From an optimization exercise on the open Yosys and OpenROAD flow, aimed at small area, a short achievable clock period and few clock cycles per item; shortcuts taken in it are not production practice.
Only simulation tests tie the RTL to the original design; equivalence was not proved.
No activity file was given, so power comes from the tool's default toggle rates.

==> module instr_decode, before the edit <==
module instr_decode (
   input  logic [31:0] w0,
   input  logic [31:0] w1,
   input  logic        pend,
   input  logic [3:0]  pend_dst,
   input  logic [15:0] written,
   output logic [exe_pkg::E_W-1:0] entry,
   output logic        pend_next,
   output logic [3:0]  pend_dst_next
);
   logic [7:0] op0, op1;
   logic lvsv0, mtc1_0, mfc1_0, movi0, rd0;
   logic rd0_lo;
   logic lvsv1, mtc1_1, mfc1_1, movi1, rd1;
   logic dep_p, dep_n;
   logic split_p, split_n;
   assign op0 = w0[31:24];
   assign op1 = w1[31:24];
   assign lvsv0  = (op0[7:1] == exe_pkg::OP_LV[7:1]);
   assign mtc1_0 = (op0 == exe_pkg::OP_MTC1);
   assign mfc1_0 = (op0 == exe_pkg::OP_MFC1);
   assign movi0  = (op0 == exe_pkg::OP_MOV_IMM);
   assign rd0    = lvsv0 || mtc1_0;
   assign rd0_lo = (op0[5:4] == 2'b01) || (op0[5:4] == 2'b10 && !op0[0]);
   assign lvsv1  = (op1[7:1] == exe_pkg::OP_LV[7:1]);
   assign mtc1_1 = (op1 == exe_pkg::OP_MTC1);
   assign mfc1_1 = (op1 == exe_pkg::OP_MFC1);
   assign movi1  = (op1 == exe_pkg::OP_MOV_IMM);
   assign rd1    = lvsv1 || mtc1_1;
   assign dep_p = (pend_dst == w1[11:8]);
   assign dep_n = (w0[19:16] == w1[11:8]);
   assign split_p = mfc1_1 || (rd1 && dep_p);
   assign split_n = (rd0_lo && rd1) || (mfc1_0 && mfc1_1) || (mtc1_0 && (lvsv1 || mfc1_1)) ||
                    (rd1 && mfc1_0 && dep_n);
   assign pend_next     = (pend || !movi0) && movi1;
   assign pend_dst_next = w1[19:16];
   always_comb begin
      entry = '0;
      entry[exe_pkg::E_NMEM]       = lvsv1;
      entry[exe_pkg::E_NSV]        = op1[0];
      entry[exe_pkg::E_NMTC1]      = mtc1_1;
      entry[exe_pkg::E_NWEN]       = mfc1_1;
      entry[exe_pkg::E_NVREG +: 5] = w1[20:16];
      entry[exe_pkg::E_NRIDX +: 4] = w1[11:8];
      if (pend) begin
         entry[exe_pkg::E_DVAL +: 32]  = w0;
         entry[exe_pkg::E_SMEM]        = lvsv1 && !dep_p;
         entry[exe_pkg::E_SSV]         = op1[0];
         entry[exe_pkg::E_SMTC1]       = mtc1_1 && !dep_p;
         entry[exe_pkg::E_SWEN]        = 1'b1;
         entry[exe_pkg::E_SWVL]        = 1'b0;
         entry[exe_pkg::E_SVREG +: 5]  = w1[20:16];
         entry[exe_pkg::E_SRSEL +: 16] = (16'b1 << w1[11:8]) & written;
         entry[exe_pkg::E_SWIDX +: 4]  = pend_dst;
         entry[exe_pkg::E_SPLIT]       = split_p;
      end else if (movi0) begin
         entry[exe_pkg::E_DVAL +: 32]  = w1;
         entry[exe_pkg::E_SMEM]        = 1'b0;
         entry[exe_pkg::E_SSV]         = op1[0];
         entry[exe_pkg::E_SMTC1]       = 1'b0;
         entry[exe_pkg::E_SWEN]        = 1'b1;
         entry[exe_pkg::E_SWVL]        = 1'b0;
         entry[exe_pkg::E_SVREG +: 5]  = w1[20:16];
         entry[exe_pkg::E_SRSEL +: 16] = 16'h0;
         entry[exe_pkg::E_SWIDX +: 4]  = w0[19:16];
         entry[exe_pkg::E_SPLIT]       = 1'b0;
      end else begin
         entry[exe_pkg::E_DVAL +: 32]  = w1;
         entry[exe_pkg::E_SMEM]        = lvsv0 || (lvsv1 && !split_n);
         entry[exe_pkg::E_SSV]         = lvsv0 ? op0[0] : op1[0];
         entry[exe_pkg::E_SMTC1]       = mtc1_0 || (mtc1_1 && !split_n);
         entry[exe_pkg::E_SWEN]        = mfc1_0 || (mfc1_1 && !split_n);
         entry[exe_pkg::E_SWVL]        = 1'b1;
         entry[exe_pkg::E_SVREG +: 5]  = lvsv0 ? w0[20:16] : w1[20:16];
         entry[exe_pkg::E_SRSEL +: 16] = (rd0_lo ? (16'b1 << w0[11:8]) : (16'b1 << w1[11:8])) & written;
         entry[exe_pkg::E_SWIDX +: 4]  = mfc1_0 ? w0[19:16] : w1[19:16];
         entry[exe_pkg::E_SPLIT]       = split_n;
      end
   end
endmodule
==> flow/config.mk <==
export PLATFORM = sky130hd
export DESIGN_NAME = vector_exe_unit
export DESIGN_NICKNAME = vector_exe_unit
export VERILOG_FILES = /design/flow/design.v
export SDC_FILE = /design/flow/constraint.sdc
export NUM_CORES = 4
export LEC_CHECK = 0
export CAP_MARGIN = 20
export CORE_MARGIN = 2
export CORE_UTILIZATION = 40
export CTS_CLUSTER_DIAMETER = 80
export CTS_CLUSTER_SIZE = 30
export SETUP_SLACK_MARGIN = 2.0
export SLEW_MARGIN = 20
==> flow/constraint.sdc <==
create_clock -name core_clock -period 4.0 [get_ports {clk}]
set_input_delay 0.8000 -clock core_clock [delete_from_list [all_inputs] [get_ports {clk}]]
set_output_delay 0.8000 -clock core_clock [all_outputs]
set_load 0.01 [all_outputs]
run.sh (not shown) runs the stock make flow with config.mk's settings and CLKGATE_MAP_FILE= SYNTH_SCRIPT=/design/flow/synth_recipe.tcl, a recipe that flattens the netlist after the stock synthesis.
The first run ran to the end with no violations.
Testbench counts at the start, summed over its fixed seeds: cycles 17,896, items 19,384.
==> next run, changes <==
--- a/flow/design.v
+++ b/flow/design.v
@@ -93,9 +93,8 @@
    output logic [3:0]  pend_dst_next
 );
    logic [7:0] op0, op1;
    logic lvsv0, mtc1_0, mfc1_0, movi0, rd0;
-   logic rd0_lo;
    logic lvsv1, mtc1_1, mfc1_1, movi1, rd1;
    logic dep_p, dep_n;
    logic split_p, split_n;
    assign op0 = w0[31:24];
@@ -104,18 +103,17 @@
    assign mtc1_0 = (op0 == exe_pkg::OP_MTC1);
    assign mfc1_0 = (op0 == exe_pkg::OP_MFC1);
    assign movi0  = (op0 == exe_pkg::OP_MOV_IMM);
    assign rd0    = lvsv0 || mtc1_0;
-   assign rd0_lo = (op0[5:4] == 2'b01) || (op0[5:4] == 2'b10 && !op0[0]);
    assign lvsv1  = (op1[7:1] == exe_pkg::OP_LV[7:1]);
    assign mtc1_1 = (op1 == exe_pkg::OP_MTC1);
    assign mfc1_1 = (op1 == exe_pkg::OP_MFC1);
    assign movi1  = (op1 == exe_pkg::OP_MOV_IMM);
    assign rd1    = lvsv1 || mtc1_1;
    assign dep_p = (pend_dst == w1[11:8]);
    assign dep_n = (w0[19:16] == w1[11:8]);
    assign split_p = mfc1_1 || (rd1 && dep_p);
-   assign split_n = (rd0_lo && rd1) || (mfc1_0 && mfc1_1) || (mtc1_0 && (lvsv1 || mfc1_1)) ||
+   assign split_n = (rd0 && rd1) || (mfc1_0 && mfc1_1) || (mtc1_0 && (lvsv1 || mfc1_1)) ||
                     (rd1 && mfc1_0 && dep_n);
    assign pend_next     = (pend || !movi0) && movi1;
    assign pend_dst_next = w1[19:16];
    always_comb begin
@@ -149,15 +147,15 @@
          entry[exe_pkg::E_SWIDX +: 4]  = w0[19:16];
          entry[exe_pkg::E_SPLIT]       = 1'b0;
       end else begin
          entry[exe_pkg::E_DVAL +: 32]  = w1;
-         entry[exe_pkg::E_SMEM]        = lvsv0 || (lvsv1 && !split_n);
+         entry[exe_pkg::E_SMEM]        = lvsv0 || (lvsv1 && !mtc1_0 && !(mfc1_0 && dep_n));
          entry[exe_pkg::E_SSV]         = lvsv0 ? op0[0] : op1[0];
-         entry[exe_pkg::E_SMTC1]       = mtc1_0 || (mtc1_1 && !split_n);
-         entry[exe_pkg::E_SWEN]        = mfc1_0 || (mfc1_1 && !split_n);
+         entry[exe_pkg::E_SMTC1]       = mtc1_0 || (mtc1_1 && !rd0 && !(mfc1_0 && dep_n));
+         entry[exe_pkg::E_SWEN]        = mfc1_0 || (mfc1_1 && !mtc1_0);
          entry[exe_pkg::E_SWVL]        = 1'b1;
          entry[exe_pkg::E_SVREG +: 5]  = lvsv0 ? w0[20:16] : w1[20:16];
-         entry[exe_pkg::E_SRSEL +: 16] = (rd0_lo ? (16'b1 << w0[11:8]) : (16'b1 << w1[11:8])) & written;
+         entry[exe_pkg::E_SRSEL +: 16] = (16'b1 << (rd0 ? w0[11:8] : w1[11:8])) & written;
          entry[exe_pkg::E_SWIDX +: 4]  = mfc1_0 ? w0[19:16] : w1[19:16];
          entry[exe_pkg::E_SPLIT]       = split_n;
       end
    end
- via count came out lower by 3.8%
- routed wire length came out lower by 9.3%
- sequential power came out higher by about 10%
- synthesized cell count came out higher by 2.3%
- clock skew came out higher by 15 ps
- setup slack gains 190 ps
- first-iteration DRC count came out lower by 18%
- fmax came out higher by 9.3%
Testbench counts after the change, summed over its fixed seeds: cycles 17,684, items 19,384.

static timing again, ports no longer ideal:
No port has a modelled driver above. Below, the same layouts with a new extraction and two added sets of constraints. Step 1 sets driving cells, clkbuf_16 on the clock port and buf_2 on the other inputs (assumed; they add their load-dependent delay and slew). Step 2 moves the port delays by t, midway between the first and last clock arrival at a register: inputs arrive t later, outputs are due t later. That takes back most of the time a late clock gives input paths. Slacks: ideal / step 1 / step 2; pairs: ideal / step 1.
| run | shift t [ns] | slack for setup (ns) | slew at the worst register clock pin (ns) | worst slew at a driven data input, ns |
|---|---|---|---|---|
| the first run | 0.657 | 1.712 / 1.747 / 1.090 | 0.12 / 0.12 | 0.05 |
| the second run | 0.653 | 1.906 / 1.893 / 1.281 | 0.11 / 0.11 | 0.08 |
After both steps every run listed still meets setup and hold. The setup slack of the second run, which loses most, moves by -0.013 ns with the drivers and by -0.625 ns with both steps.
